Source: an optimization exercise on an open RTL-to-GDS flow (aim: small area). Production flows keep margins and buffers that such runs may drop.
In this exercise RTL edits were held to simulation tests only and were not proved equivalent to the original.
Power figures rest on the tool's default switching activity, not on a simulated workload.

`design/flow/constraint.sdc`:
```
create_clock -name core_clock -period 10.0 [get_ports {clk}]
set_input_delay 2.0000 -clock core_clock [delete_from_list [all_inputs] [get_ports {clk}]]
set_output_delay 2.0000 -clock core_clock [all_outputs]
set_load 0.01 [all_outputs]
```
`design/flow/design.v`:
```
`timescale 1ns/1ps
module rv_core #(
  parameter logic [31:0] reset_pc = '0
) (
  input  logic        clk,
  input  logic        rst,
  input  logic        halt,
  output logic        mem_req,
  output logic [31:0] mem_addr,
  output logic        mem_we,
  output logic [31:0] mem_wdata,
  input  logic        mem_ack,
  input  logic [31:0] mem_rdata
);
  localparam logic [6:0] OP_LOAD   = 7'b0000011;
  localparam logic [6:0] OP_ALUI   = 7'b0010011;
  localparam logic [6:0] OP_AUIPC  = 7'b0010111;
  localparam logic [6:0] OP_STORE  = 7'b0100011;
  localparam logic [6:0] OP_ALU    = 7'b0110011;
  localparam logic [6:0] OP_LUI    = 7'b0110111;
  localparam logic [6:0] OP_BRANCH = 7'b1100011;
  localparam logic [6:0] OP_JALR   = 7'b1100111;
  localparam logic [6:0] OP_JAL    = 7'b1101111;
  localparam logic [3:0] S_CLR   = 4'd0;    
  localparam logic [3:0] S_FETCH = 4'd1;
  localparam logic [3:0] S_RS1   = 4'd2;
  localparam logic [3:0] S_RS2   = 4'd3;
  localparam logic [3:0] S_SHIFT = 4'd4;
  localparam logic [3:0] S_MEMR  = 4'd5;
  localparam logic [3:0] S_MEMW  = 4'd6;
  localparam logic [3:0] S_SWAP  = 4'd7;    
  localparam logic [3:0] S_RD    = 4'd8;
  localparam logic [3:0] S_PC    = 4'd9;    
  localparam logic [3:0] S_PCL   = 4'd10;   
  localparam logic [3:0] A_ADD  = 4'd0;
  localparam logic [3:0] A_SUB  = 4'd1;
  localparam logic [3:0] A_SLT  = 4'd2;
  localparam logic [3:0] A_SLTU = 4'd3;
  localparam logic [3:0] A_XOR  = 4'd4;
  localparam logic [3:0] A_OR   = 4'd5;
  localparam logic [3:0] A_AND  = 4'd6;
  localparam logic [3:0] A_SHL  = 4'd7;
  localparam logic [3:0] A_SHR  = 4'd8;
  localparam logic [3:0] A_RD   = 4'd9;
  logic [1023:0] ring;
  logic [31:0]   head;
  logic [4:0]    pos;
  logic [3:0]    state;
  logic [31:0]   a;        
  logic [31:0]   ir;       
  logic [4:0]    cnt;      
  logic          tk;       
  assign head = ring[31:0];
  logic [6:0] opc;
  logic [2:0] f3;
  logic [4:0] rd, rs1, rs2;
  logic is_alu, is_alui, is_load, is_store, is_br, is_jal, is_jalr, is_lui, is_auipc;
  assign opc = ir[6:0];
  assign f3  = ir[14:12];
  assign rd  = ir[11:7];
  assign rs1 = ir[19:15];
  assign rs2 = ir[24:20];
  assign is_alu   = opc == OP_ALU;
  assign is_alui  = opc == OP_ALUI;
  assign is_load  = opc == OP_LOAD;
  assign is_store = opc == OP_STORE;
  assign is_br    = opc == OP_BRANCH;
  assign is_jal   = opc == OP_JAL;
  assign is_jalr  = opc == OP_JALR;
  assign is_lui   = opc == OP_LUI;
  assign is_auipc = opc == OP_AUIPC;
  logic is_shift;
  assign is_shift = f3[1:0] == 2'b01;
  logic [31:0] imm;
  always_comb begin
    if (is_store)                 imm = {{20{ir[31]}}, ir[31:25], ir[11:7]};
    else if (is_br)               imm = {{20{ir[31]}}, ir[7], ir[30:25], ir[11:8], 1'b0};
    else if (is_jal)              imm = {{12{ir[31]}}, ir[19:12], ir[20], ir[30:21], 1'b0};
    else if (is_lui || is_auipc)  imm = {ir[31:12], 12'b0};
    else                          imm = {{20{ir[31]}}, ir[31:20]};
  end
  logic hit1, hit2, hitd, hit0;
  assign hit1 = pos == rs1;
  assign hit2 = pos == rs2;
  assign hitd = pos == rd;
  assign hit0 = pos == 5'd0;
  logic z1, z2, zd;
  assign z1 = rs1 == 5'd0;
  assign z2 = rs2 == 5'd0;
  assign zd = rd == 5'd0;
  logic [3:0] f3op;
  always_comb begin
    case (f3)
      3'd0: f3op = (is_alu && ir[31:25] == 7'b0100000) ? A_SUB : A_ADD;
      3'd1: f3op = A_SHL;
      3'd2: f3op = A_SLT;
      3'd3: f3op = A_SLTU;
      3'd4: f3op = A_XOR;
      3'd5: f3op = A_SHR;
      3'd6: f3op = A_OR;
      default: f3op = A_AND;
    endcase
  end
  logic        xa, xh;           
  logic        yh, yi, y4, yr;   
  logic [3:0]  aop;
  logic        clr0;             
  logic        a_ld, ir_ld, wr, wa;
  logic        cnt_ld, cnt_dec;
  logic        tk_ld, tk_set, tk_clr;
  logic [3:0]  state_n;
  logic        req_set, req_clr;
  always_comb begin
    xa = 1'b0; xh = 1'b0;
    yh = 1'b0; yi = 1'b0; y4 = 1'b0; yr = 1'b0;
    aop = A_ADD; clr0 = 1'b0;
    a_ld = 1'b0; ir_ld = 1'b0; wr = 1'b0; wa = 1'b0;
    cnt_ld = 1'b0; cnt_dec = 1'b0;
    tk_ld = 1'b0; tk_set = 1'b0; tk_clr = 1'b0;
    req_set = 1'b0; req_clr = 1'b0;
    state_n = state;
    case (state)
      S_CLR: begin
        wr = 1'b1;
        yr = hit0;
        a_ld = hit0;
        if (pos == 5'd31) state_n = S_FETCH;
      end
      S_FETCH: begin
        aop = A_RD;
        if (!mem_req) begin
          if (!halt && !mem_ack) req_set = 1'b1;
        end else if (mem_ack) begin
          req_clr = 1'b1;
          ir_ld = 1'b1;
          tk_clr = 1'b1;
          state_n = S_RS1;
        end
      end
      S_RS1: begin
        if (is_alu || is_br) begin
          xh = !z1;
          if (hit1 || z1) begin
            a_ld = 1'b1;
            state_n = S_RS2;
          end
        end else if (is_alui) begin
          xh = !z1;
          yi = 1'b1;
          aop = f3op;
          if (hit1 || z1) begin
            if (is_shift) begin
              aop = A_ADD;
              yi = 1'b0;
              cnt_ld = 1'b1;
              state_n = S_SHIFT;
            end else begin
              state_n = S_RD;
            end
            a_ld = 1'b1;
          end
        end else if (is_load || is_store || is_jalr) begin
          xh = !z1;
          yi = 1'b1;
          clr0 = is_jalr;
          if (hit1 || z1) begin
            a_ld = 1'b1;
            state_n = is_load ? S_MEMR : is_store ? S_RS2 : S_SWAP;
          end
        end else if (is_jal || is_lui || is_auipc) begin
          state_n = S_RD;
        end else begin
          state_n = S_PC;
        end
      end
      S_RS2: begin
        yh = !z2;
        if (is_store) begin
          if (hit2 || z2) begin
            ir_ld = 1'b1;
            state_n = S_MEMW;
          end
        end else if (is_br) begin
          xa = 1'b1;
          aop = f3[2] ? (f3[1] ? A_SLTU : A_SLT) : A_SUB;
          if (hit2 || z2) begin
            tk_ld = 1'b1;
            state_n = S_PC;
          end
        end else begin
          xa = 1'b1;
          aop = f3op;
          if (hit2 || z2) begin
            if (is_shift) begin
              cnt_ld = 1'b1;
              state_n = S_SHIFT;
            end else begin
              a_ld = 1'b1;
              state_n = S_RD;
            end
          end
        end
      end
      S_SHIFT: begin
        xa = 1'b1;
        aop = f3[2] ? A_SHR : A_SHL;
        if (cnt == 5'd0) begin
          state_n = S_RD;
        end else begin
          a_ld = 1'b1;
          cnt_dec = 1'b1;
        end
      end
      S_MEMR, S_MEMW: begin
        aop = A_RD;
        if (!mem_req) begin
          if (!mem_ack) req_set = 1'b1;
        end else if (mem_ack) begin
          req_clr = 1'b1;
          if (state == S_MEMR) begin
            a_ld = 1'b1;
            state_n = S_RD;
          end else begin
            state_n = S_PC;
          end
        end
      end
      S_SWAP: begin
        xh = 1'b1;
        y4 = 1'b1;
        if (hit0) begin
          wr = 1'b1;
          wa = 1'b1;
          a_ld = 1'b1;
          state_n = S_RD;
        end
      end
      S_RD: begin
        if (is_lui) begin
          yi = 1'b1;
        end else if (is_auipc) begin
          xa = 1'b1;
          yi = 1'b1;
        end else if (is_jal) begin
          xa = 1'b1;
          y4 = 1'b1;
        end else begin
          wa = 1'b1;
        end
        if (hitd || zd) begin
          wr = !zd;
          tk_set = is_jal;
          state_n = is_jalr ? S_PCL : S_PC;
        end
      end
      S_PC: begin
        xh = 1'b1;
        yi = tk;
        y4 = !tk;
        clr0 = tk;
        if (hit0) begin
          wr = 1'b1;
          a_ld = 1'b1;
          state_n = S_FETCH;
        end
      end
      S_PCL: begin
        xh = 1'b1;
        if (hit0) begin
          a_ld = 1'b1;
          state_n = S_FETCH;
        end
      end
      default: state_n = S_FETCH;
    endcase
  end
  logic [31:0] xv, yv, z;
  logic [32:0] sum;
  logic        sub, lt, eq;
  assign xv  = (xa ? a : 32'd0) | (xh ? head : 32'd0);
  assign yv  = (yh ? head : 32'd0) | (yi ? imm : 32'd0) | (y4 ? 32'd4 : 32'd0) |
               (yr ? reset_pc : 32'd0);
  assign sub = aop == A_SUB || aop == A_SLT || aop == A_SLTU;
  assign sum = {1'b0, xv} + {1'b0, yv ^ {32{sub}}} + {32'd0, sub};
  assign eq  = xv == yv;
  assign lt  = (aop == A_SLTU) ? !sum[32] : ((xv[31] ^ yv[31]) ? xv[31] : sum[31]);
  logic [31:0] zr;
  always_comb begin
    case (aop)
      A_ADD, A_SUB: zr = sum[31:0];
      A_SLT, A_SLTU: zr = {31'd0, lt};
      A_XOR:  zr = xv ^ yv;
      A_OR:   zr = xv | yv;
      A_AND:  zr = xv & yv;
      A_SHL:  zr = {xv[30:0], 1'b0};
      A_SHR:  zr = {xv[31] & ir[30], xv[31:1]};
      default: zr = mem_rdata;
    endcase
  end
  assign z = {zr[31:1], zr[0] & !clr0};
  logic br_take;
  assign br_take = (f3[2] ? lt : eq) ^ f3[0];
  always_ff @(posedge clk) begin
    ring <= {wr ? (wa ? a : z) : head, ring[1023:32]};
    if (a_ld) a <= z;
    if (ir_ld) ir <= z;
    if (cnt_ld) cnt <= (state == S_RS1) ? ir[24:20] : yv[4:0];
    else if (cnt_dec) cnt <= cnt - 5'd1;
    if (tk_ld) tk <= br_take;
    else if (tk_set) tk <= 1'b1;
    else if (tk_clr) tk <= 1'b0;
  end
  always_ff @(posedge clk or negedge rst) begin
    if (!rst) begin
      pos     <= 5'd0;
      state   <= S_CLR;
      mem_req <= 1'b0;
    end else begin
      pos   <= pos + 5'd1;
      state <= state_n;
      if (req_set) mem_req <= 1'b1;
      else if (req_clr) mem_req <= 1'b0;
    end
  end
  assign mem_addr  = a;
  assign mem_we    = state == S_MEMW;
  assign mem_wdata = ir;
endmodule
```
`design/flow/config.mk`:
```
export PLATFORM = sky130hd
export DESIGN_NAME = rv_core
export DESIGN_NICKNAME = rv_core
export VERILOG_FILES = /design/flow/design.v
export SDC_FILE = /design/flow/constraint.sdc
export NUM_CORES = 8
export LEC_CHECK = 0
export CAP_MARGIN = 20
export CORE_MARGIN = 2
export CORE_UTILIZATION = 40
export SLEW_MARGIN = 20
```
`design/flow/run.sh`:
```
#!/bin/bash
# synth_recipe.tcl (not shown) runs the flow's synth.tcl, then flattens the netlist and writes it again
# the make line also repeats each setting of config.mk as NAME=value (left out here)
make -C /OpenROAD-flow-scripts/flow DESIGN_CONFIG=/design/flow/config.mk WORK_HOME=/design/flow/orfs CLKGATE_MAP_FILE= SYNTH_SCRIPT=/design/flow/synth_recipe.tcl finish
```
==> results.txt <==
==> sequential cells by signal, summed over array words and instances (netlist names) <==
register	flops
ir	32
tk	1
cnt	5
pos	5
a	32
mem_req	1
ring	1024
state	4
==> worst paths after layout <==
check	startpoint	end	slack (ns)
hold reg to reg	ring[777]$_DFF_P_	ring[745]$_DFF_P_	0.27
setup reg to reg	state[3]$_DFFE_PN0P_	tk$_DFFE_PP_	2.25
hold / removal	ring[777]$_DFF_P_	ring[745]$_DFF_P_	0.27
setup / recovery	state[3]$_DFFE_PN0P_	tk$_DFFE_PP_	2.25
min in group asynchronous	rst	state[2]$_DFFE_PN0P_	1.70
max in group asynchronous	rst	state[1]$_DFFE_PN0P_	7.94
==> stage by stage <==
step                hold WS, ns  total power [uW]
floorplan                 0.310              7100
global placement          0.310              8260
detailed placement        0.312              8250
CTS                       0.271             12100
global route              0.281             12500
finish                    0.275             12000
==> kinds of logic (layout without fill, tap and decap cells) <==
group	count (synthesis)	count (layout)	synth area share [%]
adder cells (fa/ha/maj)	101	101	4.12
XOR/XNOR	74	74	2.11
flip-flops	1104	1104	74.3
multiplexers	20	20	0.659
AO/OA/AOI/OAI	455	455	10.1
buffers and inverters	173	407	2.17
AND/OR/NAND/NOR	420	420	6.55
other	0	1	0
==> power groups by stage <==
stage	Sequential, uW	Clock, uW	Combinational, uW
finish	5460	3760	2740
global route	5530	4050	2940
CTS	5470	3860	2720
detailed placement	5550	0	2710
global placement	5540	0	2720
floorplan	5420	0	1680
==> routing by layer <==
layer / wire, um / track usage (%)
met3: 4720 / 3.67
met2: 36000 / 32.0
met4: 2100 / 6.93
met1: 38400 / 29.3
met5: 0 / 0
==> Yosys cell counts (17+ instances only) <==
cell type,n
and3_1,17
nor3_1,27
nor2_1,103
a22oi_1,34
edfxtp_1,70
a21o_1,39
a22o_1,36
ha_1,99
dfxtp_1,1024
o22ai_1,20
mux2i_1,18
o211ai_1,19
clkbuf_1,61
xor2_1,25
a21oi_1,94
a31oi_1,18
inv_1,87
nand2_1,143
o21ai_0,74
xnor2_1,49
nand3_1,39
==> placed cells by master, fill, tap and decap left out, types with 36 or more instances in the layout <==
cell,synthesis,routed
nand3_1,39,38
clkdlybuf4s50_1,0,101
o21ai_0,74,73
a22o_1,36,36
xnor2_1,49,49
edfxtp_1,70,70
nand2_1,143,143
nor2_1,103,99
dfxtp_1,1024,1024
inv_1,87,87
a21oi_1,94,92
clkbuf_16,0,102
a21o_1,39,38
ha_1,99,99
==> layout make-up <==
type	instances	area [um2]	area share, %
Clock inverter	43	475	1.31
Inverter	88	330	0.908
Tap cell	1030	1290	3.54
Multi-Input combinational cell	1070	7290	20.0
Clock buffer	143	2890	7.93
Antenna cell	1	2.50	0.00688
Sequential cell	1104	22900	62.8
Timing Repair Buffer	133	1250	3.44
==> results by group <==
Clock tree
  • Post-cts sizing count: 0
  • Clock root buffer: clkbuf_16
  • CTS tree: done
  • CTS clk-pin slew, worst paths: 0.06 ns
  • CTS H-tree lvls: 3
  • Clock Path Buffers: 3
  • Clock latency on the worst-skew pair: 0.69 ns
  • Post-CTS Setup Bufs: 0
  • Num CTS Buffers: 101
  • Sinks on Clock Net: 1104
  • Hold Buf Count CTS: 0

Synth
  • Unique masters post-synth: 86
  • Synthesized area: 30800 um2
  • Sequential area share after synthesis: 74.3%
  • Cells after Synth: 2347
  • Mean Syn Cell Area: 13.1 um2
  • Synth area leaders: dfxtp_1 67%, edfxtp_1 6.8%, ha_1 4.0%, nand2_1 1.7%, a21oi_1 1.5%
  • Post-synthesis async set-or-reset flop share: 0.906%
  • Most common flop cell mapped by yosys: dfxtp_1
  • Net Count, Synth: 2483
  • Yosys reg bits: 1104
  • Synth top area share: 66.6%
  • Synth Warn #: 1
  • Synth area leader: dfxtp_1
  • EDFF count, synth: 70

Setup path
  • Peak fanout along the critical path: 22
  • Startpoint types: flop
  • CP cell instances: nand4bb_1 > and3b_1 > a221oi_1 > o21ai_2 > buf_4 > nor3_4 > nor2_4 > xor2_1 > ha_1 > nor2b_1 > o21ai_0 > a21oi_1 > o41ai_1 > a21o_1 > a211o_1 > a211oi_1 > or3_1 > o211ai_1 > a22oi_1 > xor2_1 > o21ai_1
  • Worst Path Buf+Inv: 1
  • Reg2Reg Depth: 21
  • Largest stage delay on the critical path: 0.92 ns
  • CP Data Arrival Time: 8.15 ns
  • Crit path required time: 10.40 ns
  • Slowest-stage cell, CP: nor3_4
  • Kind of critical path: reg -> reg
  • Worst path depth: 21
  • Critical Path End Type: flop
  • Delay-heaviest family, CP: compound AO/OA/AOI/OAI gates
  • Most used cell, CP: xor2_1

Floorplanning
  • Die Footprint: 79100 um2
  • Core area: 76100 um2
  • Placement Rows: 101
  • Die W: 281 um
  • Die Y: 281 um
  • Initial Utilization: 40.4%
  • I/O Pins: 102

Detailed routing
  • WL/cell: 22.5 um
  • DRC violations left: 0
  • Vias/cell: 4.95
  • Detailed Routing Iterations Pass 1: 5
  • Post-DRT Antenna Nets: 0
  • DR iter-0 viols: 1315
  • Total number of vias: 17900
  • Detailed Route WL: 81200 um

Placement
  • DP Area: 33000 um2
  • Port bufs: 101
  • Routability cong.: 0.935
  • Place WS: 2.42 ns
  • Placed cell count: 3425
  • Placed wire-length estimate: 55000 um

Pwr
  • Part of the power in the clock network: 31.5%
  • Cell-internal power: 8200 uW
  • Part of the power in registers: 45.6%
  • Worst VDD drop: 0.175 mV
  • Cell leakage power: 0.0148 uW
  • Switching share of power: 31.4%
  • Logic gate share of total power: 22.9%
  • P_sw: 3760 uW
  • P per Cell Area: 329 nW/um2

Global routing
  • Grt ovf: 0
  • Initial antenna violation count: 0
  • Largest net degree at the start of global routing: 44
  • Global-route wire length before repair: 121000 um
  • Vias in the first global route: 18200
  • Tot GR Track Use: 20.7%

Timing
  • Hold Vio Cnt, Final: 0
  • Relative slew slack: 25.4%
  • Final Worst Setup Slack: 2.25 ns
  • Fmax: 129 MHz
  • Worst clock skew: 0.0747 ns
  • Fin. max-slew vios: 0
  • Actual slew at the worst max-slew pin: 1.12 ns
  • Period utilization: 77.5%
  • Setup_tns: 0 ns
  • RSZ-0062 raised after global routing: no
  • Tmin final: 7.75 ns
  • Setup violations, final: 0

Cells and area
  • Final core utilization: 47.8%
  • Share of cells above drive strength 1: 8.72%
  • Nets: 2634
  • Post-route cell area: 36400 um2
  • Fillers: 6773
  • Fin cells: 3612
  • Area growth, synth to finish: 18.3%

Hold path
  • Hold path depth: 0
  • Type of the most critical hold path: reg -> reg

Flow run
  • Max_cap viols: 0

Status
  • Status: no timing/DRC/antenna violations

==> re-timing with driven ports <==
The results above use ideal ports. As a check the final layout listed here was re-extracted and re-timed, cells and wires unchanged. Step 1 sets driving cells, clkbuf_16 on the clock port and buf_2 on the other inputs (assumed; they add their load-dependent delay and slew). Step 2 also shifts input and output timing later by t, the mid clock arrival at the registers, as if the neighbouring blocks saw the same clock. Three values: ideal, step 1, step 2; two values: the first two.
shift t [ns]: 0.714
slack for setup (ns): 2.252 / 2.252 / 2.252
hold WS [ns]: 0.275 / 0.275 / 0.275
worst data-port slew with drivers (ns): 0.06
After both steps setup and hold are still met in this run. For this run, drivers alone change the setup slack by 0.000 ns; drivers and shift together by 0.000 ns.
